Optimization exercise on an open flow, not production practice.
RTL: at most simulated, not proved equivalent.
Function not checked: runs 1 to 4.
Power: default activity.

**flow/design.v**
```verilog
package lc3b_pkg;
    typedef logic [15:0] lc3b_word;
    typedef logic [2:0] lc3b_reg;
    typedef logic [1:0] lc3b_mem_wmask;
    typedef logic [2:0] lc3b_nzp;
    typedef enum logic [3:0] {
        op_br  = 4'b0000,
        op_add = 4'b0001,
        op_ldb = 4'b0010,
        op_stb = 4'b0011,
        op_and = 4'b0101,
        op_ldr = 4'b0110,
        op_str = 4'b0111,
        op_not = 4'b1001
    } lc3b_opcode;
    typedef enum logic [1:0] {
        alu_add,
        alu_and,
        alu_not,
        alu_pass
    } lc3b_aluop;
endpackage
module lc3b_pipeline
#(
    parameter logic [15:0] RESET_PC = 16'h0000
)
(
    input  logic        clk,
    input  logic        rst,
    output logic        imem_read,
    output logic [15:0] imem_address,
    input  logic        imem_resp,
    input  logic [15:0] imem_rdata,
    output logic        dmem_read,
    output logic        dmem_write,
    output logic [15:0] dmem_address,
    output logic [15:0] dmem_wdata,
    output logic [1:0]  dmem_byte_enable,
    input  logic        dmem_resp,
    input  logic [15:0] dmem_rdata
);
    function automatic logic [15:0] carries(input logic [15:0] a, input logic [15:0] b);
        logic [15:0] g, p;
        g = a & b;
        p = a | b;
        for (int d = 1; d < 16; d = d * 2)
        begin
            for (int i = 15; i >= d; i--)
            begin
                g[i] = g[i] | (p[i] & g[i-d]);
                p[i] = p[i] & p[i-d];
            end
        end
        carries = {g[14:0], 1'b0};
    endfunction
    function automatic logic [9:0] carries_ci9(input logic [8:0] a, input logic [8:0] b);
        logic [8:0] g, p;
        g = a & b;
        p = a | b;
        g[0] = g[0] | p[0];
        for (int d = 1; d < 9; d = d * 2)
        begin
            for (int i = 8; i >= d; i--)
            begin
                g[i] = g[i] | (p[i] & g[i-d]);
                p[i] = p[i] & p[i-d];
            end
        end
        carries_ci9 = {g, 1'b1};
    endfunction
    function automatic logic [5:0] inc6(input logic [5:0] x);
        logic c;
        c = 1'b1;
        for (int i = 0; i < 6; i++)
        begin
            inc6[i] = x[i] ^ c;
            c = c & x[i];
        end
    endfunction
    function automatic logic [5:0] dec6(input logic [5:0] x);
        logic b;
        b = 1'b1;
        for (int i = 0; i < 6; i++)
        begin
            dec6[i] = x[i] ^ b;
            b = b & ~x[i];
        end
    endfunction
    function automatic logic sum_zero(input logic [15:0] a, input logic [15:0] b);
        logic [15:0] t, c;
        t = a ^ b;
        c = {a[14:0] | b[14:0], 1'b0};
        sum_zero = ~|(t ^ c);
    endfunction
    function automatic logic [2:0] flags(input logic [15:0] v);
        flags = v[15] ? 3'b100 : (v == 16'h0000) ? 3'b010 : 3'b001;
    endfunction
    logic [15:0] pc_f;
    logic        ird;
    logic        d_v;
    logic [15:0] d_ir;
    logic [15:0] d_pc, d_pcn;
    logic [15:0] d_tgt;
    logic        d_cross;
    logic [15:0] d_imm;
    logic        d_add, d_and, d_not, d_ld, d_st, d_byte, d_br, d_wen, d_use1, d_use2, d_pred;
    logic        e_v;
    logic        e_add, e_and, e_not;
    logic [15:0] e_a, e_b, e_sd;
    logic        e_fsd;
    logic        e_wen, e_load, e_store, e_byte, e_br, e_pred;
    logic [2:0]  e_dest;
    logic [2:0]  e_nzp;
    logic [15:0] e_alt, e_pc;
    logic        m_wen, m_load, m_store, m_byte, m_z;
    logic [2:0]  m_dest;
    logic [15:0] m_res;
    logic [15:0] m_addr, m_addr_sh;
    logic [15:0] m_wdata, m_wdata_sh, wd_e;
    logic [1:0]  m_be, m_be_sh, be_e;
    logic [7:0][15:0] rf;
    logic [2:0]  cc;
    logic        stall_m;
    logic [15:0] ld_data;
    logic [15:0] m_val;
    assign dmem_read        = m_load;
    assign dmem_write       = m_store;
    assign dmem_address     = m_addr;
    assign dmem_wdata       = m_wdata;
    assign dmem_byte_enable = m_be;
    assign stall_m = (m_load | m_store) & ~dmem_resp;
    assign ld_data = !m_byte ? dmem_rdata :
                     m_addr_sh[0] ? {8'h00, dmem_rdata[15:8]} : {8'h00, dmem_rdata[7:0]};
    assign m_val   = m_load ? ld_data : m_res;
    logic [15:0] op_a, op_b, cy, t, oth, x0, x1, alu, sd;
    logic        z_e;
    logic [2:0]  cc_e;
    logic        taken_e, e_redirect;
    assign op_a = e_a;
    assign op_b = e_b;
    assign cy   = carries(op_a, op_b);
    assign t    = op_a ^ op_b;
    assign oth  = e_and ? (op_a & op_b) : ~op_a;
    assign x0   = e_add ? t : oth;
    assign x1   = e_add ? ~t : oth;
    assign alu  = (cy & x1) | (~cy & x0);
    assign z_e  = (e_add & sum_zero(op_a, op_b)) | (e_and & ~|(op_a & op_b)) | (e_not & (&op_a));
    assign sd   = e_fsd ? ld_data : e_sd;
    assign cc_e       = m_wen ? {m_res[15], m_z, ~m_res[15] & ~m_z} : cc;
    assign taken_e    = |(e_nzp & cc_e);
    assign e_redirect = e_v & e_br & (taken_e ^ e_pred);
    logic [2:0]  s1, s2, s3, dd;
    logic [15:0] r1, r3, ra1, ra2, ra3, b_d;
    logic        d_redirect;
    logic        wl1, wl2, wl3, fa_d, fb_d, fsd_d;
    logic [15:0] a_d, b_dn;
    logic        lu_stall, d_go, d_free;
    assign s1 = d_ir[8:6];
    assign s2 = d_ir[2:0];
    assign s3 = d_ir[11:9];
    assign dd = d_ir[11:9];
    assign wl1 = m_load & (m_dest == s1);
    assign wl2 = m_load & (m_dest == s2);
    assign wl3 = m_load & (m_dest == s3);
    assign ra1 = (m_wen && m_dest == s1) ? m_res : rf[s1];
    assign ra2 = (m_wen && m_dest == s2) ? m_res : rf[s2];
    assign ra3 = (m_wen && m_dest == s3) ? m_res : rf[s3];
    assign r1  = wl1 ? ld_data : ra1;
    assign r3  = wl3 ? ld_data : ra3;
    assign b_d = (d_use2 & wl2) ? ld_data : d_use2 ? ra2 : d_imm;
    assign d_redirect = d_v & d_cross & ~e_redirect;
    assign fa_d   = e_wen & (e_dest == s1);
    assign fb_d   = d_use2 & e_wen & (e_dest == s2);
    assign fsd_d  = e_wen & (e_dest == s3);
    assign a_d    = fa_d ? alu : r1;
    assign b_dn   = fb_d ? alu : b_d;
    assign lu_stall = e_load & ((d_use1 & (e_dest == s1)) | (d_use2 & (e_dest == s2)) | d_br);
    assign d_go     = d_v & ~lu_stall;
    assign d_free   = ~d_v | d_go;
    logic [3:0]  f_op;
    logic [15:0] pcn_f, f_next;
    logic [8:0]  t_f;
    logic [9:0]  cy_f;
    logic [5:0]  hi_f, hi_inc, hi_dec;
    logic [15:0] tgt_f;
    logic        cross_f;
    logic [8:0]  lo0_f, lo1_f;
    logic [15:0] pc_alt, pc_replay;
    logic        pred_f, f_take;
    assign imem_read    = ird;
    assign imem_address = pc_f;
    assign f_op         = imem_rdata[15:12];
    assign pcn_f        = pc_f + 16'd2;
    assign cy_f         = carries_ci9(pc_f[9:1], imem_rdata[8:0]);
    assign t_f          = pc_f[9:1] ^ imem_rdata[8:0];
    assign cross_f      = cy_f[9] ^ imem_rdata[8];
    assign hi_inc       = inc6(pc_f[15:10]);
    assign hi_dec       = dec6(pc_f[15:10]);
    assign hi_f         = ~cross_f ? pc_f[15:10] : cy_f[9] ? hi_inc : hi_dec;
    assign tgt_f        = {hi_f, t_f ^ cy_f[8:0], pc_f[0]};
    assign lo0_f        = pred_f ? t_f : pcn_f[9:1];
    assign lo1_f        = pred_f ? ~t_f : pcn_f[9:1];
    assign f_next       = {pred_f ? pc_f[15:10] : pcn_f[15:10],
                           (cy_f[8:0] & lo1_f) | (~cy_f[8:0] & lo0_f), pc_f[0]};
    assign pc_alt       = e_redirect ? e_alt : d_redirect ? d_tgt : pc_f;
    assign pc_replay    = e_v ? e_pc : d_v ? d_pc : pc_f;
    assign pred_f       = (f_op == 4'b0000) & (imem_rdata[11:9] != 3'b000) &
                          (imem_rdata[8] | (imem_rdata[11:9] == 3'b111));
    assign f_take       = imem_resp & d_free & ~e_redirect & ~d_redirect;
    always_ff @(posedge clk)
    begin
        if (rst)
        begin
            pc_f <= RESET_PC;
            d_v  <= 1'b0;
        end
        else
        begin
            pc_f <= stall_m ? pc_replay : f_take ? f_next : pc_alt;
            if (stall_m)
                d_v <= 1'b0;
            else if (d_free | e_redirect)
                d_v <= f_take;
        end
    end
    always_ff @(posedge clk)
    begin
        ird <= ~rst;
    end
    always_ff @(posedge clk)
    begin
        if (d_free)
        begin
            d_ir   <= imem_rdata;
            d_pc   <= pc_f;
            d_pcn  <= pcn_f;
            d_tgt  <= tgt_f;
            d_cross <= pred_f & cross_f;
            d_pred <= pred_f;
            d_add  <= (f_op == 4'b0001) | (f_op == 4'b0110) | (f_op == 4'b0010) |
                      (f_op == 4'b0111) | (f_op == 4'b0011);
            d_and  <= (f_op == 4'b0101);
            d_not  <= (f_op == 4'b1001);
            d_ld   <= (f_op == 4'b0110) | (f_op == 4'b0010);
            d_st   <= (f_op == 4'b0111) | (f_op == 4'b0011);
            d_byte <= (f_op == 4'b0010) | (f_op == 4'b0011);
            d_br   <= (f_op == 4'b0000);
            d_wen  <= (f_op == 4'b0001) | (f_op == 4'b0101) | (f_op == 4'b1001) |
                      (f_op == 4'b0110) | (f_op == 4'b0010);
            d_use1 <= (f_op == 4'b0001) | (f_op == 4'b0101) | (f_op == 4'b1001) |
                      (f_op == 4'b0110) | (f_op == 4'b0010) | (f_op == 4'b0111) | (f_op == 4'b0011);
            d_use2 <= ((f_op == 4'b0001) | (f_op == 4'b0101)) & ~imem_rdata[5];
            if ((f_op == 4'b0001) | (f_op == 4'b0101))
                d_imm <= {{11{imem_rdata[4]}}, imem_rdata[4:0]};
            else if ((f_op == 4'b0110) | (f_op == 4'b0111))
                d_imm <= {{9{imem_rdata[5]}}, imem_rdata[5:0], 1'b0};
            else
                d_imm <= {{10{imem_rdata[5]}}, imem_rdata[5:0]};
        end
    end
    logic        e_new;
    assign e_new = ~stall_m & d_go & ~e_redirect;
    always_ff @(posedge clk)
    begin
        if (rst)
        begin
            e_v     <= 1'b0;
            e_wen   <= 1'b0;
            e_load  <= 1'b0;
            e_store <= 1'b0;
            e_br    <= 1'b0;
        end
        else
        begin
            e_v     <= e_new;
            e_wen   <= e_new & d_wen;
            e_load  <= e_new & d_ld;
            e_store <= e_new & d_st;
            e_br    <= e_new & d_br;
        end
    end
    always_ff @(posedge clk)
    begin
        e_add  <= d_add;
        e_and  <= d_and;
        e_not  <= d_not;
        e_a    <= a_d;
        e_b    <= b_dn;
        e_sd   <= fsd_d ? alu : r3;
        e_fsd  <= fsd_d & e_load;
        e_byte <= d_byte;
        e_dest <= dd;
        e_nzp  <= d_ir[11:9];
        e_pred <= d_pred;
        e_alt  <= d_pred ? d_pcn : d_tgt;
        e_pc   <= d_pc;
    end
    always_ff @(posedge clk)
    begin
        if (rst)
        begin
            m_wen   <= 1'b0;
            m_load  <= 1'b0;
            m_store <= 1'b0;
        end
        else if (!stall_m)
        begin
            m_wen   <= e_wen;
            m_load  <= e_load;
            m_store <= e_store;
        end
    end
    always_ff @(posedge clk)
    begin
        if (!stall_m)
        begin
            m_byte  <= e_byte;
            m_dest  <= e_dest;
            m_wdata_sh <= wd_e;
            m_be_sh    <= be_e;
        end
        if (!stall_m & (e_load | e_store))
            m_addr_sh <= alu;
    end
    assign wd_e = e_byte ? {sd[7:0], sd[7:0]} : sd;
    assign be_e = e_byte ? ((op_a[0] ^ op_b[0]) ? 2'b10 : 2'b01) : 2'b11;
    always_ff @(posedge clk)
    begin
        m_wdata <= ~stall_m ? wd_e : m_wdata_sh;
        m_be    <= ~stall_m ? be_e : m_be_sh;
        m_addr  <= (~stall_m & (e_load | e_store)) ? alu : m_addr_sh;
    end
    always_ff @(posedge clk)
    begin
        m_res <= alu;
        m_z   <= z_e;
    end
    always_ff @(posedge clk)
    begin
        if (rst)
        begin
            for (int i = 0; i < 8; i++)
                rf[i] <= 16'h0000;
            cc <= 3'b000;
        end
        else if (m_wen)
        begin
            rf[m_dest] <= m_val;
            cc         <= m_load ? flags(ld_data) : {m_res[15], m_z, ~m_res[15] & ~m_z};
        end
    end
endmodule
```
**flow/flow/run.sh**
```bash
#!/bin/bash
# Standard layout; ports buffered with buf_4 instead of the smallest buffer,
# the resizer free to change a cell's footprint, and adders left to ABC as
# plain logic instead of full/half-adder cells.
set -euo pipefail
bash standard.sh "BUFFER_PORTS_ARGS=-buffer_cell sky130_fd_sc_hd__buf_4" MATCH_CELL_FOOTPRINT=0 ADDER_MAP_FILE= finish > make_finish.log 2>&1
```
**flow/standard.sh**
```bash
#!/bin/bash
# synth_recipe.tcl (not shown) runs the flow's synth.tcl, then flattens the netlist and writes it again
# the make line also repeats each setting of config.mk as NAME=value (left out here)
make -C /OpenROAD-flow-scripts/flow DESIGN_CONFIG=/design/flow/config.mk WORK_HOME=/design/flow/orfs CLKGATE_MAP_FILE= SYNTH_SCRIPT=/design/flow/synth_recipe.tcl "${@:-finish}"
```
**flow/config.mk**
```make
export PLATFORM = sky130hd
export DESIGN_NAME = lc3b_pipeline
export DESIGN_NICKNAME = lc3b_pipeline
export VERILOG_FILES = /design/flow/design.v
export SDC_FILE = /design/flow/constraint.sdc
export NUM_CORES = 4
export LEC_CHECK = 0
export ABC_CLOCK_PERIOD_IN_PS = 2000
export CAP_MARGIN = 20
export CORE_MARGIN = 2
export CORE_UTILIZATION = 40
export SETUP_SLACK_MARGIN = 2.5
export SLEW_MARGIN = 20
```
**flow/constraint.sdc**
```tcl
create_clock -name core_clock -period 4.5 [get_ports {clk}]
set_input_delay 0.9000 -clock core_clock [delete_from_list [all_inputs] [get_ports {clk}]]
set_output_delay 0.9000 -clock core_clock [all_outputs]
set_load 0.01 [all_outputs]
```
==> reports/metrics.cfg, run 1 <==
[floorplan]
core-area_um2 = 49200
die_h_um = 228
fp-row-count = 81
num_io_pins = 89
die_area_um2 = 51800
die_width_um = 228
start_util_pct = 40.7

[clocking]
cts_tree = built
insertion_delay_ns = 0.59
clkTransAtPathRegs_ns = 0.07
cts_sinks = 391
cts_buffer_depth = 3
ctsHoldBuffers = 0
htree_levels = 2
cts_root_buffer = clkbuf_16
cts-buffers-inserted = 42

[synth]
async_flop_share_pct = 0
synth_xor_xnor_area_share_pct = 4.03
synth-seq-area-share_pct = 44.8
avgSynthCellArea_um2 = 9.77
synth_area_um2 = 20000
muxShareOfSynthArea_pct = 17.4
ys_warn_count = 1
synth_simple_gate_area_share_pct = 13.8
synth_top_area_cell = dfxtp_1
yosys.cell_types.count = 84
ys_seq_elements = 391
synth_nets = 2081
synth_top_family_by_area = multiplexers
synth-compound-area-share_pct = 15.5
synth_flop_cell = dfxtp_1
synth_fa_ha_area_share_pct = 0.313
netlist_instances = 2045
synth-edff-count = 112
netlist.area_leader.share_pct = 27.9
synth_area_leaders = dfxtp_1 (28%), edfxtp_1 (17%), mux4_2 (11%)

[placement]
gp_congestion = 0.969
portBuffers = 88
hpwlAfterDp_um = 40300

[route]
drt_iter0_drc = 2008
routed_via_density = 5.91
vias = 17300
wl_per_cell_um = 23.2
antenna_left = 0
drt-total-wl_um = 68200
drcViolationCount = 0
drt_pass1_iterations = 7

[final_layout]
drive_gt1_share_pct = 36.3
nets = 2272
postLayoutCoreUtil_pct = 54.6
area_delta_synth_final_pct = 34.3

[pwr]
p_per_area_nw_per_um2 = 328
ir_drop_uv = 227
leakage_nw = 9.85

[outcome]
status = no timing/DRC/antenna violations

[timing]
period_minus_slack_ns = 2.60
finalClockSkew_ns = 0.0261
drv_slew = 0
slew_headroom_pct = 34.2
grt_setup_unrepaired = yes
fmax_ghz = 0.385
fin_crit_sh_pct = 57.8
hold_viol_final = 0
worst_pin_slew_ns = 0.986
setup-violations-final = 0
setup-tns-final_ns = 0

[setup_path]
critical_path_required_ns = 4.98
slowest_stage = edfxtp_1
crit_buf_inv = 4
path_cells = xor2_2 > nor4b_2 > buf_4 > o311ai_4 > buf_4 > buf_6 > a211oi_4 > o21ba_4 > buf_6 > a2111oi_2 > a31o_1
worstPathArrival_ns = 3.08
criticalPathCategory = reg -> reg
start_kind = flip-flop
worstSetupEndpointType = flip-flop
critPathMaxStageDelay_ns = 0.49
path_delay_family = compound AO/OA/AOI/OAI gates
crit_fanout = 8

[global_route]
grt_first_pass_wirelength_um = 99400
grt_max_degree = 97
overflow = 0
antenna_found_initial = 1
grt_pass1_vias = 16400
groute.usage.overall_pct = 25.2

[hold_path]
hp-class = reg -> reg

[run]
maxCapViolations = 0

==> worst paths after layout <==
path                      from                   end  slack, ns  cells after the start
max reg2reg  d_ir[8]$_DFFE_PN_  pc_f[4]$_SDFFE_PP0P_       1.90                     11
max          d_ir[8]$_DFFE_PN_  pc_f[4]$_SDFFE_PP0P_       1.90                     11
min            d_and$_DFFE_PN_         e_and$_DFF_P_       0.34                      0
min reg2reg    d_and$_DFFE_PN_         e_and$_DFF_P_       0.34                      0
==> cell usage in the layout, fill, tap and decap left out, drive strengths merged, types with 17 or more instances in the layout <==
| cell type | Yosys | final |
|---|---|---|
| inv | 27 | 30 |
| nand2 | 318 | 322 |
| mux2i | 100 | 100 |
| o21ai | 171 | 171 |
| buf | 53 | 296 |
| clkbuf | 119 | 68 |
| a211oi | 79 | 79 |
| nor3 | 19 | 19 |
| nand2b | 23 | 23 |
| dfxtp | 279 | 279 |
| nor2 | 168 | 168 |
| mux4 | 96 | 96 |
| nand3 | 41 | 42 |
| edfxtp | 112 | 112 |
| clkinv | 2 | 17 |
| xnor2 | 57 | 57 |
| o211ai | 52 | 52 |
| mux2 | 28 | 28 |
| xor2 | 34 | 34 |
| a21oi | 120 | 120 |
==> power breakdown <==
| part | switching (mW) | leakage (nW) | total, mW | internal (mW) |
|---|---|---|---|---|
| Sequential | 0.144 | 3.54 | 3.95 | 3.80 |
| Combinational | 0.635 | 5.59 | 1.16 | 0.526 |
| Clock | 1.51 | 0.721 | 3.69 | 2.18 |
==> synth_stat cells (4+ instances only) <==
master    number
a211oi_1      77
a21oi_1      120
a221oi_1       4
a22o_1         5
a22oi_1        5
a31oi_1        5
and2_1        11
buf_1         20
buf_2         25
buf_4          4
buf_6          4
clkbuf_1     118
dfxtp_1      279
edfxtp_1     112
inv_1         26
maj3_1         4
mux2_2        27
mux2i_1      100
mux4_2        96
nand2_1      318
nand2b_1      23
nand3_1       41
nand4_1       10
nor2_1       166
nor2b_1       11
nor3_1        18
nor4_1         6
o211ai_1      52
o21ai_0      161
o21ai_1        6
o21ai_2        4
o221ai_1       5
o22ai_1        5
o31ai_1       13
or2_2          8
or3_1          5
xnor2_1       56
xor2_1        34
==> layer usage <==
metal | GRT usage [%] | vias up | part of all wire [%]
met1 | 33.5 | 8453 | 40
met3 | 3.58 | 173 | 7.7
met4 | 11.1 | 0 | 4.0
met5 | 0 | - | 0
li1 | - | 7808 | -
met2 | 41.2 | 906 | 48
==> flip-flops by register name (all words and copies together) (netlist names), 2 cells and up <==
name       cells
e_sd          16
e_alt         16
d_tgt         16
m_res         16
m_addr        16
m_dest         3
d_imm          7
e_dest         3
d_pc          15
e_a           16
pc_f          16
cc             3
e_pc          16
d_pcn         15
rf           128
m_be           2
e_b           16
d_ir           9
m_wdata       16
m_addr_sh     16
==> layout make-up <==
| type | instances | area (µm²) |
|---|---|---|
| fillers | 4049 | 22300 |
| repair buffers | 314 | 3500 |
| multi-input cells | 1458 | 11900 |
| well taps | 664 | 831 |
| diodes | 1 | 2.50 |
| flip-flops and latches | 391 | 9070 |
| clock buffers | 50 | 1110 |
| clock inverters | 28 | 344 |
| inverters | 29 | 126 |
==> per-stage QoR <==
step           hold slack, ns  instances  setup slack, ns  area (µm²)  power, mW
5_1_grt                 0.353       2934             1.82       26800       9.04
3_3_place_gp            0.330       2659            0.892       21100       4.78
2_1_floorplan           0.323       2045            0.332       20100       4.52
6_report                0.341       2935             1.90       26800       8.80
4_1_cts                 0.343       2877             1.90       25500       8.68
3_5_place_dp            0.328       2659            0.791       21100       4.79
==> kinds of logic after synthesis <==
family / count (synthesis)
DFF: 391
AOI/OAI and AO/OA: 495
and+or+nand+nor: 637
xor gates and xnor gates: 91
buffers and inverters: 201
adders and majority gates: 6
muxes: 224
==> repair_timing <==
| item | in CTS | in global routing |
|---|---|---|
| buffers inserted | 115 | 51 |
| resized for setup | 442 | 206 |
| pin swaps | 87 | 81 |
| cloned | 25 | 6 |
| endpoints found under the setup margin | 399 | 317 |
==> run 2, diff against run 1 <==
--- a/flow/design.v
+++ b/flow/design.v
@@ -101,7 +101,9 @@
     logic [15:0] d_ir;
     logic [15:0] d_pc, d_pcn;
     logic [15:0] d_tgt;
-    logic        d_cross;
+    logic [8:0]  d_tlo;
+    logic        d_c9, d_xr, d_cross;
+    logic [5:0]  hi_inc, hi_dec;
     logic [15:0] d_imm;
     logic        d_add, d_and, d_not, d_ld, d_st, d_byte, d_br, d_wen, d_use1, d_use2, d_pred;
     logic        e_v;
@@ -112,19 +114,20 @@
     logic [2:0]  e_dest;
     logic [2:0]  e_nzp;
     logic [15:0] e_alt, e_pc;
-    logic        m_wen, m_load, m_store, m_byte, m_z;
+    logic        m_wen, m_load, m_store, m_byte, m_z, m_p, m_rd, m_wr;
+    logic        e_brt, e_brn;
     logic [2:0]  m_dest;
     logic [15:0] m_res;
     logic [15:0] m_addr, m_addr_sh;
     logic [15:0] m_wdata, m_wdata_sh, wd_e;
     logic [1:0]  m_be, m_be_sh, be_e;
-    logic [7:0][15:0] rf;
+    logic [15:0] rf [8];
     logic [2:0]  cc;
     logic        stall_m;
     logic [15:0] ld_data;
     logic [15:0] m_val;
-    assign dmem_read        = m_load;
-    assign dmem_write       = m_store;
+    assign dmem_read        = m_rd;
+    assign dmem_write       = m_wr;
     assign dmem_address     = m_addr;
     assign dmem_wdata       = m_wdata;
     assign dmem_byte_enable = m_be;
@@ -146,9 +149,9 @@
     assign alu  = (cy & x1) | (~cy & x0);
     assign z_e  = (e_add & sum_zero(op_a, op_b)) | (e_and & ~|(op_a & op_b)) | (e_not & (&op_a));
     assign sd   = e_fsd ? ld_data : e_sd;
-    assign cc_e       = m_wen ? {m_res[15], m_z, ~m_res[15] & ~m_z} : cc;
+    assign cc_e       = m_wen ? {m_res[15], m_z, m_p} : cc;
     assign taken_e    = |(e_nzp & cc_e);
-    assign e_redirect = e_v & e_br & (taken_e ^ e_pred);
+    assign e_redirect = taken_e ? e_brn : e_brt;
     logic [2:0]  s1, s2, s3, dd;
     logic [15:0] r1, r3, ra1, ra2, ra3, b_d;
     logic        d_redirect;
@@ -168,6 +171,9 @@
     assign r1  = wl1 ? ld_data : ra1;
     assign r3  = wl3 ? ld_data : ra3;
     assign b_d = (d_use2 & wl2) ? ld_data : d_use2 ? ra2 : d_imm;
+    assign hi_inc = inc6(d_pc[15:10]);
+    assign hi_dec = dec6(d_pc[15:10]);
+    assign d_tgt  = {~d_xr ? d_pc[15:10] : d_c9 ? hi_inc : hi_dec, d_tlo, d_pc[0]};
     assign d_redirect = d_v & d_cross & ~e_redirect;
     assign fa_d   = e_wen & (e_dest == s1);
     assign fb_d   = d_use2 & e_wen & (e_dest == s2);
@@ -181,12 +187,10 @@
     logic [15:0] pcn_f, f_next;
     logic [8:0]  t_f;
     logic [9:0]  cy_f;
-    logic [5:0]  hi_f, hi_inc, hi_dec;
-    logic [15:0] tgt_f;
     logic        cross_f;
     logic [8:0]  lo0_f, lo1_f;
     logic [15:0] pc_alt, pc_replay;
-    logic        pred_f, f_take;
+    logic        pred_f, f_take0, f_take;
     assign imem_read    = ird;
     assign imem_address = pc_f;
     assign f_op         = imem_rdata[15:12];
@@ -194,19 +198,16 @@
     assign cy_f         = carries_ci9(pc_f[9:1], imem_rdata[8:0]);
     assign t_f          = pc_f[9:1] ^ imem_rdata[8:0];
     assign cross_f      = cy_f[9] ^ imem_rdata[8];
-    assign hi_inc       = inc6(pc_f[15:10]);
-    assign hi_dec       = dec6(pc_f[15:10]);
-    assign hi_f         = ~cross_f ? pc_f[15:10] : cy_f[9] ? hi_inc : hi_dec;
-    assign tgt_f        = {hi_f, t_f ^ cy_f[8:0], pc_f[0]};
     assign lo0_f        = pred_f ? t_f : pcn_f[9:1];
     assign lo1_f        = pred_f ? ~t_f : pcn_f[9:1];
     assign f_next       = {pred_f ? pc_f[15:10] : pcn_f[15:10],
                            (cy_f[8:0] & lo1_f) | (~cy_f[8:0] & lo0_f), pc_f[0]};
-    assign pc_alt       = e_redirect ? e_alt : d_redirect ? d_tgt : pc_f;
+    assign pc_alt       = d_redirect ? d_tgt : pc_f;
     assign pc_replay    = e_v ? e_pc : d_v ? d_pc : pc_f;
     assign pred_f       = (f_op == 4'b0000) & (imem_rdata[11:9] != 3'b000) &
                           (imem_rdata[8] | (imem_rdata[11:9] == 3'b111));
-    assign f_take       = imem_resp & d_free & ~e_redirect & ~d_redirect;
+    assign f_take0      = imem_resp & d_free & ~d_redirect;
+    assign f_take       = f_take0 & ~e_redirect;
     always_ff @(posedge clk)
     begin
         if (rst)
@@ -216,7 +217,7 @@
         end
         else
         begin
-            pc_f <= stall_m ? pc_replay : f_take ? f_next : pc_alt;
+            pc_f <= stall_m ? pc_replay : e_redirect ? e_alt : f_take0 ? f_next : pc_alt;
             if (stall_m)
                 d_v <= 1'b0;
             else if (d_free | e_redirect)
@@ -234,7 +235,9 @@
             d_ir   <= imem_rdata;
             d_pc   <= pc_f;
             d_pcn  <= pcn_f;
-            d_tgt  <= tgt_f;
+            d_tlo  <= t_f ^ cy_f[8:0];
+            d_c9   <= cy_f[9];
+            d_xr   <= cross_f;
             d_cross <= pred_f & cross_f;
             d_pred <= pred_f;
             d_add  <= (f_op == 4'b0001) | (f_op == 4'b0110) | (f_op == 4'b0010) |
@@ -269,6 +272,8 @@
             e_load  <= 1'b0;
             e_store <= 1'b0;
             e_br    <= 1'b0;
+            e_brt   <= 1'b0;
+            e_brn   <= 1'b0;
         end
         else
         begin
@@ -277,6 +282,8 @@
             e_load  <= e_new & d_ld;
             e_store <= e_new & d_st;
             e_br    <= e_new & d_br;
+            e_brt   <= e_new & d_br & d_pred;
+            e_brn   <= e_new & d_br & ~d_pred;
         end
     end
     always_ff @(posedge clk)
@@ -332,8 +339,22 @@
     end
     always_ff @(posedge clk)
     begin
+        if (rst)
+        begin
+            m_rd <= 1'b0;
+            m_wr <= 1'b0;
+        end
+        else
+        begin
+            m_rd <= stall_m ? m_load : e_load;
+            m_wr <= stall_m ? m_store : e_store;
+        end
+    end
+    always_ff @(posedge clk)
+    begin
         m_res <= alu;
         m_z   <= z_e;
+        m_p   <= ~alu[15] & ~z_e;
     end
     always_ff @(posedge clk)
     begin
@@ -346,7 +367,7 @@
         else if (m_wen)
         begin
             rf[m_dest] <= m_val;
-            cc         <= m_load ? flags(ld_data) : {m_res[15], m_z, ~m_res[15] & ~m_z};
+            cc         <= m_load ? flags(ld_data) : {m_res[15], m_z, m_p};
         end
     end
 endmodule
==> run 2 against run 1 <==
Compared with the run above:
- highest routed layer unchanged
- routed wire length fell by 6.4%
- still clean
- synthesized cell count fell by 8.6%
- worst setup slack got worse by 0.43 ns
- critical endpoint is now pc_f[14]$_SDFFE_PP0P_
- clock power fell by 1%
- register-to-register slack got worse by 0.43 ns
- core utilization fell by 1.4 points
- final area fell by 0.48%
- cell count fell by 5.5%
- fmax fell by 14%
- largest cell class unchanged
- sequential power rose by 12%
==> reports/metrics.cfg, run 2 <==
[pwr]
p_per_area_nw_per_um2 = 375  ; was 328 nW/µm²
p_switching_mw = 2.83  ; was 2.29 mW
leakage_nw = 10.2  ; was 9.85 nW
fin_total_pwr_mw = 10.0  ; was 8.80 mW
p_comb_share_pct = 19.4  ; was 13.2%
netSwitchingFraction_pct = 28.2  ; was 26.0%
p_int_mw = 7.19  ; was 6.51 mW
seqPwrFrac_pct = 44.2  ; was 44.9%
p_clk_share_pct = 36.4  ; was 42.0%
ir_drop_uv = 270  ; was 227 µV

[clocking]
ctsHoldBuffers = 0  ; unchanged
clkTransAtPathRegs_ns = 0.06  ; was 0.07 ns
insertion_delay_ns = 0.60  ; was 0.59 ns
cts_buffer_depth = 3  ; unchanged
cts_tree = built  ; unchanged
htree_levels = 2  ; unchanged
cts_root_buffer = clkbuf_16  ; unchanged
cts-buffers-inserted = 44  ; was 42
cts_sinks = 397  ; was 391

[synth]
synth_area_leaders = edfxtp_1 (35%), dfxtp_1 (16%), mux4_2 (11%)  ; was dfxtp_1 (28%), edfxtp_1 (17%), mux4_2 (11%)
synth-edff-count = 236  ; was 112
synth_flop_cell = edfxtp_1  ; was dfxtp_1
ys_warn_count = 1  ; unchanged
synth_nets = 1905  ; was 2081
synth_top_area_cell = edfxtp_1  ; was dfxtp_1
avgSynthCellArea_um2 = 10.9  ; was 9.77 µm²
ys_seq_elements = 397  ; was 391
yosys.cell_count.top_type = edfxtp_1  ; was nand2_1
yosys-top-cells-count = edfxtp_1 (236), nand2_1 (227), nor2_1 (213)  ; was nand2_1 (318), dfxtp_1 (279), nor2_1 (166)
async_flop_share_pct = 0  ; unchanged
netlist_instances = 1869  ; was 2045
synth-seq-area-share_pct = 50.8  ; was 44.8%
netlist.area_leader.share_pct = 34.9  ; was 27.9%
yosys.cell_types.count = 73  ; was 84
synth_area_um2 = 20300  ; was 20000 µm²

[route]
vias = 16100  ; was 17300
antenna_left = 0  ; unchanged
routed_via_density = 5.80  ; was 5.91
wl_per_cell_um = 23.0  ; was 23.2 µm
drt_iter0_drc = 1752  ; was 2008
drt_pass1_iterations = 5  ; was 7
drt-total-wl_um = 63900  ; was 68200 µm
drcViolationCount = 0  ; unchanged

[setup_path]
criticalPathCategory = reg -> reg  ; unchanged
critical_path_required_ns = 4.97  ; was 4.98 ns
start_kind = flip-flop  ; unchanged
worstPathArrival_ns = 3.51  ; was 3.08 ns
rr_startpoint = m_wen$_SDFFE_PP0N_  ; was d_ir[8]$_DFFE_PN_
slowest_stage = a222oi_1  ; was edfxtp_1
crit_start = m_wen$_SDFFE_PP0N_  ; was d_ir[8]$_DFFE_PN_
ff2ff_path_depth = 11  ; unchanged
crit_fanout = 8  ; unchanged
path_common_cell = mux2_4
path_cells = mux2_4 > a222oi_1 > mux2i_4 > buf_6 > a21oi_4 > o21ai_4 > buf_12 > mux2_4 > mux2i_1 > nand2_1 > a32o_1  ; was xor2_2 > nor4b_2 > buf_4 > o311ai_4 > buf_4 > buf_6 > a211oi_4 > o21ba_4 > buf_6 > a2111oi_2 > a31o_1
worstSetupEndpointType = flip-flop  ; unchanged
critPathMaxStageDelay_ns = 0.57  ; was 0.49 ns

[final_layout]
final_common_cell = edfxtp_1  ; was nand2_1
drive_gt1_share_pct = 36.9  ; was 36.3%
insertedDiodeCount = 0  ; was 1
nets = 2104  ; was 2272
regMostFlops = rf  ; unchanged
fin_area_um2 = 26700  ; was 26800 µm²
area_delta_synth_final_pct = 31.6  ; was 34.3%
final_cell_mix = edfxtp_1 (236), nor2_1 (202), nand2_1 (199)  ; was nand2_1 (291), dfxtp_1 (234), buf_4 (170)
fillers = 4198  ; was 4049
largest_reg_flops = 128  ; unchanged

[hold_path]
min_from = d_add$_DFFE_PP_  ; was d_and$_DFFE_PN_
hp-class = reg -> reg  ; unchanged
holdPathStages = 0  ; unchanged

[outcome]
status = no timing/DRC/antenna violations  ; unchanged

[global_route]
groute.usage.overall_pct = 23.9  ; was 25.2%
use_met1_pct = 33.2  ; was 33.5%
grt_max_degree = 41  ; was 97
grt_use_met2_pct = 38.7  ; was 41.2%
met3_usage_pct = 3.54  ; was 3.58%
top_usage_layer = met2  ; unchanged
grt_first_pass_wirelength_um = 95700  ; was 99400 µm
antenna_found_initial = 0  ; was 1
overflow = 0  ; unchanged
grt_pass1_vias = 15600  ; was 16400

[placement]
hpwlAfterDp_um = 39000  ; was 40300 µm
placed_area_um2 = 21900  ; was 21100 µm²
gp_congestion = 0.911  ; was 0.969
portBuffers = 88  ; unchanged

[timing]
slew_headroom_pct = 41.0  ; was 34.2%
fin_crit_sh_pct = 67.4  ; was 57.8%
hold_viol_final = 0  ; unchanged
fmax_ghz = 0.330  ; was 0.385 GHz
grt_setup_unrepaired = yes  ; unchanged
setup-violations-final = 0  ; unchanged
finalClockSkew_ns = 0.0278  ; was 0.0261 ns
worst_pin_slew_ns = 0.885  ; was 0.986 ns
drv_slew = 0  ; unchanged
setup-tns-final_ns = 0  ; unchanged
period_minus_slack_ns = 3.03  ; was 2.60 ns

[run]
maxCapViolations = 0  ; unchanged

[floorplan]
core-area_um2 = 50200  ; was 49200 µm²
start_util_pct = 40.5  ; was 40.7%
fp-row-count = 82  ; was 81
die_h_um = 229  ; was 228 µm
die_width_um = 229  ; was 228 µm
num_io_pins = 89  ; unchanged
die_area_um2 = 52600  ; was 51800 µm²

==> run 2: cell types whose count changed after synthesis, moves of 8 or more <==
cell | before | now
a21oi_1 | 120 | 57
inv_1 | 26 | 34
mux2_2 | 27 | 36
nor2_1 | 166 | 213
a211oi_1 | 77 | 17
buf_2 | 25 | 7
nand2_1 | 318 | 227
o21ai_1 | 6 | 14
edfxtp_1 | 112 | 236
dfxtp_1 | 279 | 161
==> run 2: layout make-up <==
class	instances	area, µm²	share of cell area (%)
clock buffers	60	1240	4.65
clock inverters	21	221	0.829
inverters	35	179	0.670
multi-input cells	1299	10900	41.0
flip-flops and latches	397	10500	39.2
well taps	672	841	3.15
repair buffers	290	2820	10.6
repair inverters	1	7.51	0.0281
==> run 2: path summary, 6_finish.rpt <==
path / slack (ns) / to
worst max-delay path: 1.47 / pc_f[14]$_SDFFE_PP0P_
worst min-delay path: 0.34 / e_add$_DFF_P_
worst max register to register: 1.47 / pc_f[14]$_SDFFE_PP0P_
worst min register to register: 0.34 / e_add$_DFF_P_
==> run 2: stage by stage <==
step	std cells	util (%)	hold WS (ns)	setup slack [ns]
2_1_floorplan	1869	-	0.323	1.69
3_3_place_gp	2523	43.6	0.333	1.02
3_5_place_dp	2523	43.6	0.338	1.02
4_1_cts	2724	51.0	0.349	1.55
5_1_grt	2775	53.3	0.358	1.38
6_report	2775	53.3	0.343	1.47
==> run 2: what timing repair did <==
| action | 4_1_cts | 5_1_grt |
|---|---|---|
| pin swaps | 53 | 65 |
| hold endpoints to repair | 0 | 0 |
| endpoints found under the setup margin | 409 | 438 |
| buffers inserted | 107 | 50 |
| gates resized for setup | 301 | 171 |
| gates cloned | 13 | 1 |
==> run 2: cell families (layout without fill, tap and decap cells) <==
family | after synthesis | after routing | share of synthesized area, %
flops | 397 | 397 | 50.8
fa+ha+maj | 10 | 10 | 0.512
compound gates | 363 | 363 | 11.0
simple gates | 600 | 605 | 12.9
buf+inv | 178 | 407 | 3.39
xor+xnor | 90 | 90 | 3.88
mux | 231 | 231 | 17.5
==> run 2: critical path: cells and delay by family (launching register included) <==
kind,cells,cell delay [ns]
AOI/OAI and AO/OA,4,1.08
DFF,1,0.37
muxes,4,1.11
buffers and inverters,2,0.30
and+or+nand+nor,1,0.07
==> run 2: power by group through the flow <==
| stage | registers (mW) | clock network (mW) | logic, mW |
|---|---|---|---|
| 6_report | 4.42 | 3.65 | 1.94 |
| 4_1_cts | 4.40 | 3.68 | 1.73 |
| 2_1_floorplan | 4.34 | 0 | 1.03 |
| 5_1_grt | 4.45 | 3.83 | 2.07 |
| 3_3_place_gp | 4.49 | 0 | 1.33 |
| 3_5_place_dp | 4.50 | 0 | 1.35 |
==> run 2: layer usage <==
layer	routed length, µm	part of all wire, %
met5	0	0
met4	1960	3.1
met3	4370	6.8
met2	30200	47
met1	27300	43
==> run 3, diff against run 2 <==
==> flow/flow/run.sh (replaced) <==
#!/bin/bash
# Standard layout with these changes: ports buffered with buf_4 instead of the
# smallest buffer; the resizer free to change a cell's footprint; adders left
# to ABC as plain logic instead of full/half-adder cells; and a few slow
# gates (majority, and the 3x2 AND-OR-invert that comes in one size) kept out of the
# combinational logic, on top of the platform's own don't-use list.
set -euo pipefail
PLATFORM_DONT_USE="sky130_fd_sc_hd__probe_p_8 sky130_fd_sc_hd__probec_p_8 sky130_fd_sc_hd__lpflow_bleeder_1 sky130_fd_sc_hd__lpflow_clkbufkapwr_1 sky130_fd_sc_hd__lpflow_clkbufkapwr_16 sky130_fd_sc_hd__lpflow_clkbufkapwr_2 sky130_fd_sc_hd__lpflow_clkbufkapwr_4 sky130_fd_sc_hd__lpflow_clkbufkapwr_8 sky130_fd_sc_hd__lpflow_clkinvkapwr_1 sky130_fd_sc_hd__lpflow_clkinvkapwr_16 sky130_fd_sc_hd__lpflow_clkinvkapwr_2 sky130_fd_sc_hd__lpflow_clkinvkapwr_4 sky130_fd_sc_hd__lpflow_clkinvkapwr_8 sky130_fd_sc_hd__lpflow_decapkapwr_12 sky130_fd_sc_hd__lpflow_decapkapwr_3 sky130_fd_sc_hd__lpflow_decapkapwr_4 sky130_fd_sc_hd__lpflow_decapkapwr_6 sky130_fd_sc_hd__lpflow_decapkapwr_8 sky130_fd_sc_hd__lpflow_inputiso0n_1 sky130_fd_sc_hd__lpflow_inputiso0p_1 sky130_fd_sc_hd__lpflow_inputiso1n_1 sky130_fd_sc_hd__lpflow_inputiso1p_1 sky130_fd_sc_hd__lpflow_inputisolatch_1 sky130_fd_sc_hd__lpflow_isobufsrc_1 sky130_fd_sc_hd__lpflow_isobufsrc_16 sky130_fd_sc_hd__lpflow_isobufsrc_2 sky130_fd_sc_hd__lpflow_isobufsrc_4 sky130_fd_sc_hd__lpflow_isobufsrc_8 sky130_fd_sc_hd__lpflow_isobufsrckapwr_16 sky130_fd_sc_hd__lpflow_lsbuf_lh_hl_isowell_tap_1 sky130_fd_sc_hd__lpflow_lsbuf_lh_hl_isowell_tap_2 sky130_fd_sc_hd__lpflow_lsbuf_lh_hl_isowell_tap_4 sky130_fd_sc_hd__lpflow_lsbuf_lh_isowell_4 sky130_fd_sc_hd__lpflow_lsbuf_lh_isowell_tap_1 sky130_fd_sc_hd__lpflow_lsbuf_lh_isowell_tap_2 sky130_fd_sc_hd__lpflow_lsbuf_lh_isowell_tap_4"
SLOW="sky130_fd_sc_hd__maj3_1 sky130_fd_sc_hd__maj3_2 sky130_fd_sc_hd__maj3_4 sky130_fd_sc_hd__a222oi_1"
bash standard.sh "BUFFER_PORTS_ARGS=-buffer_cell sky130_fd_sc_hd__buf_4" MATCH_CELL_FOOTPRINT=0 ADDER_MAP_FILE= \
    "DONT_USE_CELLS=$PLATFORM_DONT_USE $SLOW" finish > make_finish.log 2>&1
==> run 3 against run 2 <==
Compared with the run above:
- still clean
- sequential power about the same
- critical path depth is 2 higher
- sequential share of layout area down 1.1 points
- global-route usage shrank 0.26 points
- register-to-register slack better by 0.44 ns
- die area grew 0.68%
- core utilization up 1.4 points
- critical endpoint is now m_addr_sh[8]$_DFFE_PP_
- highest routed layer unchanged
==> reports/metrics.cfg, run 3 <==
[global_route]
grt_pass1_vias = 15700  ; was 15600
groute.usage.overall_pct = 23.6  ; was 23.9%
antenna_found_initial = 0  ; unchanged
overflow = 0  ; unchanged
grt_max_degree = 34  ; was 41
grt_first_pass_wirelength_um = 95500  ; was 95700 µm

[setup_path]
path_cells = a22oi_2 > o41ai_4 > buf_4 > a221oi_4 > buf_6 > nor2_4 > o21ai_4 > a31oi_4 > buf_6 > xnor2_2 > mux2i_2 > buf_6 > inv_2  ; was mux2_4 > a222oi_1 > mux2i_4 > buf_6 > a21oi_4 > o21ai_4 > buf_12 > mux2_4 > mux2i_1 > nand2_1 > a32o_1
crit_buf_inv = 5  ; was 2
critPathMaxStageDelay_ns = 0.37  ; was 0.57 ns
path_delay_family = compound AO/OA/AOI/OAI gates  ; was multiplexers
start_kind = flip-flop  ; unchanged
r2r_slack_ns = 1.91  ; was 1.47 ns
path_common_cell = buf_6  ; was mux2_4
crit_fanout = 5  ; was 8
critical_path_required_ns = 4.81  ; was 4.97 ns
worstSetupEndpointType = flip-flop  ; unchanged
worstPathArrival_ns = 2.90  ; was 3.51 ns
criticalPathCategory = reg -> reg  ; unchanged
slowest_stage = dfxtp_4  ; was a222oi_1

[synth]
synth-seq-area-share_pct = 50.4  ; was 50.8%
synth_area_um2 = 20400  ; was 20300 µm²
synth_flop_cell = edfxtp_1  ; unchanged
netlist_instances = 1892  ; was 1869
synth_area_leaders = edfxtp_1 (35%), dfxtp_1 (16%), mux4_2 (11%)  ; unchanged
netlist.area_leader.share_pct = 34.7  ; was 34.9%
async_flop_share_pct = 0  ; unchanged
yosys.cell_count.top_type = edfxtp_1  ; unchanged
ys_warn_count = 1  ; unchanged
yosys-top-cells-count = edfxtp_1 (236), nor2_1 (222), nand2_1 (195)  ; was edfxtp_1 (236), nand2_1 (227), nor2_1 (213)
yosys.cell_types.count = 72  ; was 73
synth_top_area_cell = edfxtp_1  ; unchanged
synth_nets = 1928  ; was 1905
avgSynthCellArea_um2 = 10.8  ; was 10.9 µm²
ys_seq_elements = 397  ; unchanged
synth-edff-count = 236  ; unchanged

[timing]
slew_headroom_pct = 34.3  ; was 41.0%
grt_setup_unrepaired = yes  ; unchanged
drv_slew = 0  ; unchanged
whs_ns = 0.342  ; was 0.343 ns
setup-tns-final_ns = 0  ; unchanged
fmax_ghz = 0.386  ; was 0.330 GHz
period_minus_slack_ns = 2.59  ; was 3.03 ns
fin_crit_sh_pct = 57.6  ; was 67.4%
hold_viol_final = 0  ; unchanged
finalClockSkew_ns = 0.0183  ; was 0.0278 ns
worst_pin_slew_ns = 0.986  ; was 0.885 ns
setup-violations-final = 0  ; unchanged

[run]
maxCapViolations = 0  ; unchanged

[clocking]
cts_tree = built  ; unchanged
insertion_delay_ns = 0.56  ; was 0.60 ns
cts_sinks = 397  ; unchanged
cts_buffer_depth = 3  ; unchanged
cts-buffers-inserted = 42  ; was 44
cts_root_buffer = clkbuf_16  ; unchanged
clkTransAtPathRegs_ns = 0.07  ; was 0.06 ns
ctsHoldBuffers = 0  ; unchanged
htree_levels = 2  ; unchanged

[final_layout]
regMostFlops = rf  ; unchanged
insertedDiodeCount = 0  ; unchanged
final_cell_mix = edfxtp_1 (236), buf_4 (212), nor2_1 (209)  ; was edfxtp_1 (236), nor2_1 (202), nand2_1 (199)
drive_gt1_share_pct = 39.0  ; was 36.9%
fillers = 4130  ; was 4198
postLayoutCoreUtil_pct = 54.6  ; was 53.3%
final-seq-area_um2 = 10500  ; about the same
largest_reg_flops = 128  ; unchanged
nets = 2154  ; was 2104
final_common_cell = edfxtp_1  ; unchanged
multiInputGateArea_um2 = 11200  ; was 10900 µm²
area_delta_synth_final_pct = 34.3  ; was 31.6%

[route]
routed_via_density = 5.78  ; was 5.80
drcViolationCount = 0  ; unchanged
drt_iter0_drc = 1634  ; was 1752
wl_per_cell_um = 23.3  ; was 23.0 µm
drt-total-wl_um = 65800  ; was 63900 µm
antenna_left = 0  ; unchanged
vias = 16300  ; was 16100
drt_pass1_iterations = 5  ; unchanged

[floorplan]
start_util_pct = 40.7  ; was 40.5%
num_io_pins = 89  ; unchanged
die_width_um = 230  ; was 229 µm
core-area_um2 = 50300  ; was 50200 µm²
die_area_um2 = 52900  ; was 52600 µm²
fp-row-count = 82  ; unchanged
die_h_um = 230  ; was 229 µm

[pwr]
fin_total_pwr_mw = 10.0  ; about the same
p_per_area_nw_per_um2 = 365  ; was 375 nW/µm²
leakage_nw = 10.6  ; was 10.2 nW
ir_drop_uv = 246  ; was 270 µV

[placement]
hpwlAfterDp_um = 40400  ; was 39000 µm
gp_congestion = 0.930  ; was 0.911
portBuffers = 88  ; unchanged

[outcome]
status = no timing/DRC/antenna violations  ; unchanged

[hold_path]
hp-class = reg -> reg  ; unchanged

[run 3: cell count changes after synthesis, sizes merged, moves of 8 or more]
cell and delta:
nand2 -33, maj3 -10, a21oi +9, inv +12
buf +8, o21ai +10, nor2 +10, mux2i +14
[run 3: worst register-to-register path, cell delays in order, from the launching register on]
cell	delay, ns
dfxtp_4	0.37
a22oi_2	0.28
o41ai_4	0.09
buf_4	0.17
a221oi_4	0.26
buf_6	0.17
nor2_4	0.06
o21ai_4	0.15
a31oi_4	0.12
buf_6	0.14
xnor2_2	0.12
mux2i_2	0.21
buf_6	0.17
inv_2	0.04
[run 3: power breakdown]
group          internal, mW  switching (mW)  total [mW]
registers              4.13           0.287        4.42
clock network          2.16            1.46        3.61
logic                 0.946            1.06        2.00
total                  7.23            2.80        10.0
[run 3: path summary, 6_finish.rpt]
kind / from / endpoint / cells past startpoint
setup / recovery: e_a[1]$_DFF_P_ / m_addr_sh[8]$_DFFE_PP_ / 13
hold reg to reg: d_and$_DFFE_PP_ / e_and$_DFF_P_ / 0
hold / removal: d_and$_DFFE_PP_ / e_and$_DFF_P_ / 0
setup reg to reg: e_a[1]$_DFF_P_ / m_addr_sh[8]$_DFFE_PP_ / 13
[run 3: per-stage QoR]
stage          cell area (µm²)  setup WS (ns)  std cells
2_1_floorplan            21000           1.58       1892
3_3_place_gp             21900           1.14       2527
3_5_place_dp             21900           1.10       2527
4_1_cts                  26000           1.91       2742
5_1_grt                  27500           1.83       2823
6_report                 27500           1.91       2823
[run 3: what timing repair did]
action / in CTS / in global routing
endpoints found under the hold margin: 0 / 0
pin swaps: 80 / 90
resized for setup: 390 / 179
endpoints found under the setup margin: 456 / 352
cloned: 17 / 9
buffers inserted: 121 / 72
[run 3: cell type report]
type                    count  area share [%]
inverters                  47           0.793
clock buffers              56            4.36
repair inverters            3          0.0866
flip-flops and latches    397            38.1
multi-input cells        1303            41.0
repair buffers            324            11.8
well taps                 672            3.06
clock inverters            21           0.834
[run 3: logic make-up after synthesis]
| family | count (synthesis) | share of synthesized area, % |
|---|---|---|
| AND/OR/NAND/NOR | 581 | 12.5 |
| flip-flops | 397 | 50.4 |
| AO/OA/AOI/OAI | 386 | 11.6 |
| multiplexers | 241 | 17.9 |
| buffers and inverters | 199 | 3.79 |
| XOR/XNOR | 88 | 3.77 |
[run 3: per-layer routing]
| metal | track usage, % | routed length, µm |
|---|---|---|
| met5 | 0 | 0 |
| met4 | 7.66 | 2160 |
| met3 | 3.14 | 4820 |
| met2 | 38.7 | 31500 |
| met1 | 32.4 | 27400 |
==> run 4, diff against run 3 <==
--- a/flow/design.v
+++ b/flow/design.v
@@ -121,7 +121,7 @@
     logic [15:0] m_addr, m_addr_sh;
     logic [15:0] m_wdata, m_wdata_sh, wd_e;
     logic [1:0]  m_be, m_be_sh, be_e;
-    logic [15:0] rf [8];
+    logic [7:0][15:0] rf;
     logic [2:0]  cc;
     logic        stall_m;
     logic [15:0] ld_data;
==> run 4 against run 3 <==
Compared with the run above:
- flip-flop and latch count shrank 9
- clock power decreased by 6.4%
- synthesized cell count grew 8.1%
- fmax rose by 4.4%
- global-route usage up 1.4 points
- worst setup slack better by 0.11 ns
- count of clock-buffer cells in the layout increased by 2
- clock skew up 0.018 ns
- total power decreased by 16%
- routed wire length rose by 3.9%
- sequential power fell by 11%
- critical path type unchanged
- via count grew 6.9%
==> reports/metrics.cfg, run 4 <==
[setup_path]
path_cells = buf_12 > xnor2_4 > and4_4 > o311ai_4 > o211ai_1 > buf_4 > mux2i_1 > a21o_1 > a2111oi_4  ; was a22oi_2 > o41ai_4 > buf_4 > a221oi_4 > buf_6 > nor2_4 > o21ai_4 > a31oi_4 > buf_6 > xnor2_2 > mux2i_2 > buf_6 > inv_2
crit_buf_inv = 2  ; was 5
path_delay_family = compound AO/OA/AOI/OAI gates  ; unchanged
slowest_stage = edfxtp_1  ; was dfxtp_4
worstPathArrival_ns = 2.94  ; was 2.90 ns
criticalPathCategory = reg -> reg  ; unchanged
critPathMaxStageDelay_ns = 0.42  ; was 0.37 ns
crit_fanout = 7  ; was 5
start_kind = flip-flop  ; unchanged
r2r_slack_ns = 2.02  ; was 1.91 ns
r2r_end = pc_f[14]$_SDFFE_PP0P_  ; was m_addr_sh[8]$_DFFE_PP_
worstSetupEndpointType = flip-flop  ; unchanged
critical_path_required_ns = 4.95  ; was 4.81 ns
ff2ff_path_depth = 9  ; was 13
rr_startpoint = d_ir[2]$_DFFE_PP_  ; was e_a[1]$_DFF_P_

[route]
top_layer_used = met4  ; unchanged
drt_iter0_drc = 1944  ; was 1634
drt_pass1_iterations = 7  ; was 5
wirelength_met1_um = 27900  ; was 27400 µm
dr_wl_met3_um = 5690  ; was 4820 µm
wl_met2_um = 31900  ; was 31500 µm
wl_per_cell_um = 23.4  ; was 23.3 µm
antenna_left = 0  ; unchanged
drt-total-wl_um = 68400  ; was 65800 µm
drcViolationCount = 0  ; unchanged
routed_via_density = 5.97  ; was 5.78
vias = 17400  ; was 16300

[timing]
grt_setup_unrepaired = yes  ; unchanged
period_minus_slack_ns = 2.48  ; was 2.59 ns
fin_crit_sh_pct = 55.2  ; was 57.6%
finalClockSkew_ns = 0.0366  ; was 0.0183 ns
hold_viol_final = 0  ; unchanged
drv_slew = 0  ; unchanged
fmax_ghz = 0.403  ; was 0.386 GHz
setup-tns-final_ns = 0  ; unchanged
worst_pin_slew_ns = 0.939  ; was 0.986 ns
slew_headroom_pct = 37.4  ; was 34.3%
setup-violations-final = 0  ; unchanged

[hold_path]
hp-class = reg -> reg  ; unchanged
min_from = d_add$_DFFE_PP_  ; was d_and$_DFFE_PP_
holdPathStages = 0  ; unchanged
whs_endpoint = e_add$_DFF_P_  ; was e_and$_DFF_P_

[clocking]
cts-buffers-inserted = 42  ; unchanged
ctsHoldBuffers = 0  ; unchanged
cts_tree = built  ; unchanged
cts_buffer_depth = 3  ; unchanged
insertion_delay_ns = 0.57  ; was 0.56 ns
cts_root_buffer = clkbuf_16  ; unchanged
htree_levels = 2  ; unchanged
clkTransAtPathRegs_ns = 0.06  ; was 0.07 ns
cts_sinks = 388  ; was 397

[pwr]
ir_drop_uv = 202  ; was 246 µV
p_per_area_nw_per_um2 = 324  ; was 365 nW/µm²
fin_total_pwr_mw = 8.46  ; was 10.0 mW
leakage_nw = 9.63  ; was 10.6 nW

[global_route]
groute.usage.overall_pct = 25.0  ; was 23.6%
antenna_found_initial = 0  ; unchanged
grt_first_pass_wirelength_um = 98600  ; was 95500 µm
grt_pass1_vias = 16200  ; was 15700
grt_max_degree = 105  ; was 34
overflow = 0  ; unchanged

[placement]
gp_congestion = 0.910  ; was 0.930
placed_area_um2 = 21200  ; was 21900 µm²
portBuffers = 88  ; unchanged
hpwlAfterDp_um = 40700  ; was 40400 µm

[synth]
avgSynthCellArea_um2 = 9.75  ; was 10.8 µm²
synth_nets = 2081  ; was 1928
synth_flop_cell = dfxtp_1  ; was edfxtp_1
synth_area_leaders = dfxtp_1 (28%), edfxtp_1 (16%), mux4_2 (11%)  ; was edfxtp_1 (35%), dfxtp_1 (16%), mux4_2 (11%)
ys_seq_elements = 388  ; was 397
netlist_instances = 2045  ; was 1892
synth_area_um2 = 19900  ; was 20400 µm²
async_flop_share_pct = 0  ; unchanged
yosys-top-cells-count = nand2_1 (310), dfxtp_1 (280), nor2_1 (159)  ; was edfxtp_1 (236), nor2_1 (222), nand2_1 (195)
synth_top_area_cell = dfxtp_1  ; was edfxtp_1
yosys.cell_types.count = 74  ; was 72
netlist.area_leader.share_pct = 28.1  ; was 34.7%
synth-seq-area-share_pct = 44.4  ; was 50.4%
ys_warn_count = 1  ; unchanged
synth-edff-count = 108  ; was 236
yosys.cell_count.top_type = nand2_1  ; was edfxtp_1

[final_layout]
final_common_cell = nand2_1  ; was edfxtp_1
regMostFlops = rf  ; unchanged
fin_area_um2 = 26100  ; was 27500 µm²
largest_reg_flops = 128  ; unchanged
area_delta_synth_final_pct = 31.0  ; was 34.3%
drive_gt1_share_pct = 34.0  ; was 39.0%
insertedDiodeCount = 0  ; unchanged
final_cell_mix = nand2_1 (294), dfxtp_1 (235), buf_4 (207)  ; was edfxtp_1 (236), buf_4 (212), nor2_1 (209)
nets = 2258  ; was 2154

[floorplan]
start_util_pct = 40.7  ; about the same
die_area_um2 = 51700  ; was 52900 µm²
die_width_um = 227  ; was 230 µm
fp-row-count = 81  ; was 82
die_h_um = 227  ; was 230 µm
num_io_pins = 89  ; unchanged
core-area_um2 = 49100  ; was 50300 µm²

[run]
maxCapViolations = 0  ; unchanged

[outcome]
status = no timing/DRC/antenna violations  ; unchanged

==> run 4: cell types whose count changed after synthesis, moves of 12 or more <==
cell,change
o211ai_1,+19
nand2b_1,-12
nor2_1,-63
edfxtp_1,-128
o21ai_1,-12
dfxtp_1,+119
nand2_1,+115
a211oi_1,+60
inv_1,-13
clkbuf_1,+12
o21ai_0,-12
a21oi_1,+55
==> run 4: area by class of cell <==
class | instances | area [µm²]
Inverter | 34 | 145
Sequential cell | 388 | 8980
Multi-Input combinational cell | 1457 | 11700
Timing Repair Buffer | 299 | 3100
Tap cell | 664 | 831
Clock inverter | 19 | 123
Fill cell | 4229 | 22900
Clock buffer | 58 | 1200
==> run 4: layer usage <==
metal / track usage (%) / vias up
li1: - / 7826
met1: 34.0 / 8460
met2: 39.9 / 954
met3: 3.61 / 190
met4: 10.7 / 0
met5: 0 / -
==> run 4: worst max-delay path by stage <==
| stage | startpoint | end | slack, ns | cells after the start |
|---|---|---|---|---|
| 6_report | d_ir[2]$_DFFE_PP_ | pc_f[14]$_SDFFE_PP0P_ | 2.02 | 9 |
| 3_5_place_dp | imem_rdata[13] | pc_f[12]$_SDFFE_PP0P_ | 0.96 | 7 |
| 3_3_place_gp | imem_rdata[13] | pc_f[10]$_SDFFE_PP0P_ | 1.14 | 7 |
| 2_1_floorplan | d_ir[2]$_DFFE_PP_ | pc_f[0]$_SDFFE_PP0P_ | 0.47 | 11 |
| 4_1_cts | e_a[2]$_DFF_P_ | m_addr_sh[15]$_DFFE_PP_ | 2.06 | 9 |
| 5_1_grt | m_wen$_SDFFE_PP0N_ | pc_f[14]$_SDFFE_PP0P_ | 1.92 | 8 |
==> run 4: through the flow <==
stage | utilization (%) | hold slack, ns | setup slack (ns) | std cells
2_1_floorplan | - | 0.323 | 0.470 | 2045
3_3_place_gp | 43.2 | 0.328 | 1.14 | 2662
3_5_place_dp | 43.2 | 0.327 | 0.956 | 2662
4_1_cts | 50.7 | 0.340 | 2.06 | 2853
5_1_grt | 53.3 | 0.354 | 1.92 | 2919
6_report | 53.3 | 0.339 | 2.02 | 2919
==> run 4: kinds of logic (layout without fill, tap and decap cells) <==
| family | count (synthesis) | after routing | synth area share, % |
|---|---|---|---|
| flops | 388 | 388 | 44.4 |
| mux | 228 | 228 | 17.7 |
| buf+inv | 207 | 410 | 4.28 |
| compound gates | 498 | 499 | 15.9 |
| simple gates | 627 | 633 | 13.5 |
| xor+xnor | 97 | 97 | 4.26 |
==> run 4: timing repair <==
action,4_1_cts,5_1_grt
setup endpoints to repair,369,303
gates resized for setup,375,145
gates cloned,21,14
pin swaps,70,52
endpoints found under the hold margin,0,0
setup buffers,93,52
==> run 4: report_power, final <==
group	switching (mW)	leakage, nW	internal [mW]
clock network	1.45	0.656	1.93
registers	0.159	3.50	3.76
logic	0.631	5.47	0.520
==> run 5, diff against run 4 <==
--- a/flow/design.v
+++ b/flow/design.v
@@ -115,7 +115,8 @@
     logic [2:0]  e_nzp;
     logic [15:0] e_alt, e_pc;
     logic        m_wen, m_load, m_store, m_byte, m_z, m_p, m_rd, m_wr;
-    logic        e_brt, e_brn;
+    logic        e_brt, e_brn, e_tk;
+    logic        tk_old, tk_alu, tk_d;
     logic [2:0]  m_dest;
     logic [15:0] m_res;
     logic [15:0] m_addr, m_addr_sh;
@@ -137,8 +138,7 @@
     assign m_val   = m_load ? ld_data : m_res;
     logic [15:0] op_a, op_b, cy, t, oth, x0, x1, alu, sd;
     logic        z_e;
-    logic [2:0]  cc_e;
-    logic        taken_e, e_redirect;
+    logic        e_redirect;
     assign op_a = e_a;
     assign op_b = e_b;
     assign cy   = carries(op_a, op_b);
@@ -149,9 +149,7 @@
     assign alu  = (cy & x1) | (~cy & x0);
     assign z_e  = (e_add & sum_zero(op_a, op_b)) | (e_and & ~|(op_a & op_b)) | (e_not & (&op_a));
     assign sd   = e_fsd ? ld_data : e_sd;
-    assign cc_e       = m_wen ? {m_res[15], m_z, m_p} : cc;
-    assign taken_e    = |(e_nzp & cc_e);
-    assign e_redirect = taken_e ? e_brn : e_brt;
+    assign e_redirect = e_tk ? e_brn : e_brt;
     logic [2:0]  s1, s2, s3, dd;
     logic [15:0] r1, r3, ra1, ra2, ra3, b_d;
     logic        d_redirect;
@@ -174,6 +172,10 @@
     assign hi_inc = inc6(d_pc[15:10]);
     assign hi_dec = dec6(d_pc[15:10]);
     assign d_tgt  = {~d_xr ? d_pc[15:10] : d_c9 ? hi_inc : hi_dec, d_tlo, d_pc[0]};
+    assign tk_old = ~m_wen ? |(d_ir[11:9] & cc) :
+                    m_load ? |(d_ir[11:9] & flags(ld_data)) : |(d_ir[11:9] & {m_res[15], m_z, m_p});
+    assign tk_alu = alu[15] ? d_ir[11] : z_e ? d_ir[10] : d_ir[9];
+    assign tk_d   = e_wen ? tk_alu : tk_old;
     assign d_redirect = d_v & d_cross & ~e_redirect;
     assign fa_d   = e_wen & (e_dest == s1);
     assign fb_d   = d_use2 & e_wen & (e_dest == s2);
@@ -299,6 +301,7 @@
         e_dest <= dd;
         e_nzp  <= d_ir[11:9];
         e_pred <= d_pred;
+        e_tk   <= tk_d;
         e_alt  <= d_pred ? d_pcn : d_tgt;
         e_pc   <= d_pc;
     end
==> run 5 against run 4 <==
Compared with the run above:
- critical path depth is 3 higher
- via count rose by 0.95%
- global-route usage grew 0.70 points
- first-iteration DRC count increased by 5.9%
- critical endpoint is now pc_f[5]$_SDFFE_PP0P_
- largest power group unchanged
==> reports/metrics.cfg, run 5 <==
[clocking]
cts_sinks = 389  ; was 388
cts-buffers-inserted = 43  ; was 42
cts_root_buffer = clkbuf_16  ; unchanged
ctsHoldBuffers = 0  ; unchanged
cts_buffer_depth = 3  ; unchanged
htree_levels = 2  ; unchanged
cts_tree = built  ; unchanged
clkTransAtPathRegs_ns = 0.06  ; about the same

[placement]
gp_congestion = 0.931  ; was 0.910
hpwlAfterDp_um = 40900  ; was 40700 µm
portBuffers = 88  ; unchanged

[route]
antenna_left = 0  ; unchanged
routed_via_density = 5.90  ; was 5.97
drt_iter0_drc = 2059  ; was 1944
wirelength_met1_um = 28600  ; was 27900 µm
wl_met2_um = 32900  ; was 31900 µm
top_layer_used = met4  ; unchanged
drcViolationCount = 0  ; unchanged
vias = 17600  ; was 17400

[setup_path]
critPathMaxStageDelay_ns = 0.42  ; about the same
slowest_stage = edfxtp_1  ; unchanged
rr_startpoint = d_ir[2]$_DFFE_PP_  ; unchanged
worstSetupEndpointType = flip-flop  ; unchanged
r2r_end = pc_f[5]$_SDFFE_PP0P_  ; was pc_f[14]$_SDFFE_PP0P_
crit_fanout = 6  ; was 7
start_kind = flip-flop  ; unchanged
worstPathArrival_ns = 2.79  ; was 2.94 ns
crit_buf_inv = 4  ; was 2
cp.depth = 12  ; was 9

[hold_path]
hp-class = reg -> reg  ; unchanged
min_from = d_add$_DFFE_PP_  ; unchanged
holdPathStages = 0  ; unchanged

[synth]
synth_flop_cell = dfxtp_1  ; unchanged
yosys.cell_types.count = 80  ; was 74
synth_area_um2 = 20100  ; was 19900 µm²
netlist.area_leader.share_pct = 28.0  ; was 28.1%
synth_area_leaders = dfxtp_1 (28%), edfxtp_1 (16%), mux4_2 (11%)  ; unchanged
avgSynthCellArea_um2 = 9.72  ; was 9.75 µm²
ys_warn_count = 1  ; unchanged
yosys-top-cells-count = nand2_1 (329), dfxtp_1 (281), o21ai_0 (160)  ; was nand2_1 (310), dfxtp_1 (280), nor2_1 (159)
synth_nets = 2100  ; was 2081
netlist_instances = 2064  ; was 2045
synth-edff-count = 108  ; unchanged
async_flop_share_pct = 0  ; unchanged
yosys.cell_count.top_type = nand2_1  ; unchanged

[run]
maxCapViolations = 0  ; unchanged

[timing]
fmax_ghz = 0.424  ; was 0.403 GHz
worst_pin_slew_ns = 1.07  ; was 0.939 ns
setup-tns-final_ns = 0  ; unchanged
slew_headroom_pct = 28.9  ; was 37.4%
setup-violations-final = 0  ; unchanged
drv_slew = 0  ; unchanged
fin_crit_sh_pct = 52.4  ; was 55.2%
finalClockSkew_ns = 0.0185  ; was 0.0366 ns
period_minus_slack_ns = 2.36  ; was 2.48 ns

[global_route]
grt_pass1_vias = 17000  ; was 16200
grt_first_pass_wirelength_um = 104000  ; was 98600 µm
antenna_found_initial = 0  ; unchanged
groute.usage.overall_pct = 25.7  ; was 25.0%
grt_max_degree = 115  ; was 105
overflow = 0  ; unchanged

[final_layout]
nets = 2316  ; was 2258
final_cell_mix = nand2_1 (315), dfxtp_1 (229), buf_4 (198)  ; was nand2_1 (294), dfxtp_1 (235), buf_4 (207)
final_cells = 2984  ; was 2919
regMostFlops = rf  ; unchanged

[outcome]
status = no timing/DRC/antenna violations  ; unchanged

[floorplan]
die_area_um2 = 52000  ; was 51700 µm²
fp-row-count = 82  ; was 81
die_width_um = 228  ; was 227 µm

[pwr]
leakage_nw = 10.0  ; was 9.63 nW
fin_total_pwr_mw = 8.69  ; was 8.46 mW

## run 5: cells by family after synthesis
family                    Yosys count  share of synthesized area (%)
and+or+nand+nor                   631                           13.5
AOI/OAI and AO/OA                 523                           16.7
buffers and inverters             210                           4.29
xor gates and xnor gates           81                           3.61
muxes                             230                           17.6
DFF                               389                           44.2
## run 5: cell type report
type | instances | area (µm²) | area share (%)
multi-input combinational | 1471 | 11900 | 44.0
sequential | 389 | 9020 | 33.5
timing repair buffer | 337 | 3610 | 13.4
clock buffer | 55 | 1230 | 4.55
tap | 672 | 841 | 3.12
clock inverter | 22 | 193 | 0.715
inverter | 37 | 188 | 0.697
timing repair inverter | 1 | 11.3 | 0.0418
## run 5: worst max path at each step
stage | start | endpoint
6_report | d_ir[2]$_DFFE_PP_ | pc_f[5]$_SDFFE_PP0P_
3_3_place_gp | imem_rdata[13] | pc_f[3]$_SDFFE_PP0P_
4_1_cts | d_ir[0]$_DFFE_PP_ | pc_f[11]$_SDFFE_PP0P_
5_1_grt | d_ir[7]$_DFFE_PP_ | pc_f[11]$_SDFFE_PP0P_
2_1_floorplan | d_ir[2]$_DFFE_PP_ | pc_f[6]$_SDFFE_PP0P_
3_5_place_dp | imem_rdata[13] | pc_f[2]$_SDFFE_PP0P_
## run 5: what timing repair did
item                                    in CTS  in global routing
setup buffers                              134                 51
gates resized for setup                    416                182
gates cloned                                29                  5
pin swaps                                   88                 90
endpoints found under the setup margin     361                293
## run 5: metrics by stage
step / cell area [µm²] / setup slack [ns] / hold WS, ns / util [%]
finish: 26900 / 2.14 / 0.341 / 54.0
global route: 26900 / 2.02 / 0.359 / 54.0
CTS: 25800 / 2.17 / 0.345 / 51.7
detailed placement: 21300 / 0.821 / 0.331 / 42.8
global placement: 21300 / 0.964 / 0.329 / 42.8
floorplan: 20300 / 1.41 / 0.323 / -
## run 5: where the power goes
| group | leakage, nW | total, mW | switching, mW | internal, mW |
|---|---|---|---|---|
| combinational | 5.83 | 1.18 | 0.636 | 0.542 |
| sequential | 3.52 | 3.93 | 0.159 | 3.77 |
| clock | 0.700 | 3.59 | 1.49 | 2.10 |
| total | 10.0 | 8.69 | 2.28 | 6.41 |
## run 5: routing by layer
layer / global-route usage, % / vias to the layer above
li1: - / 7989
met1: 33.6 / 8584
met2: 41.6 / 824
met3: 4.36 / 198
met4: 12.4 / 0
met5: 0 / -
Testbench counts of run 5, summed over its fixed seeds: cycles 72,892.
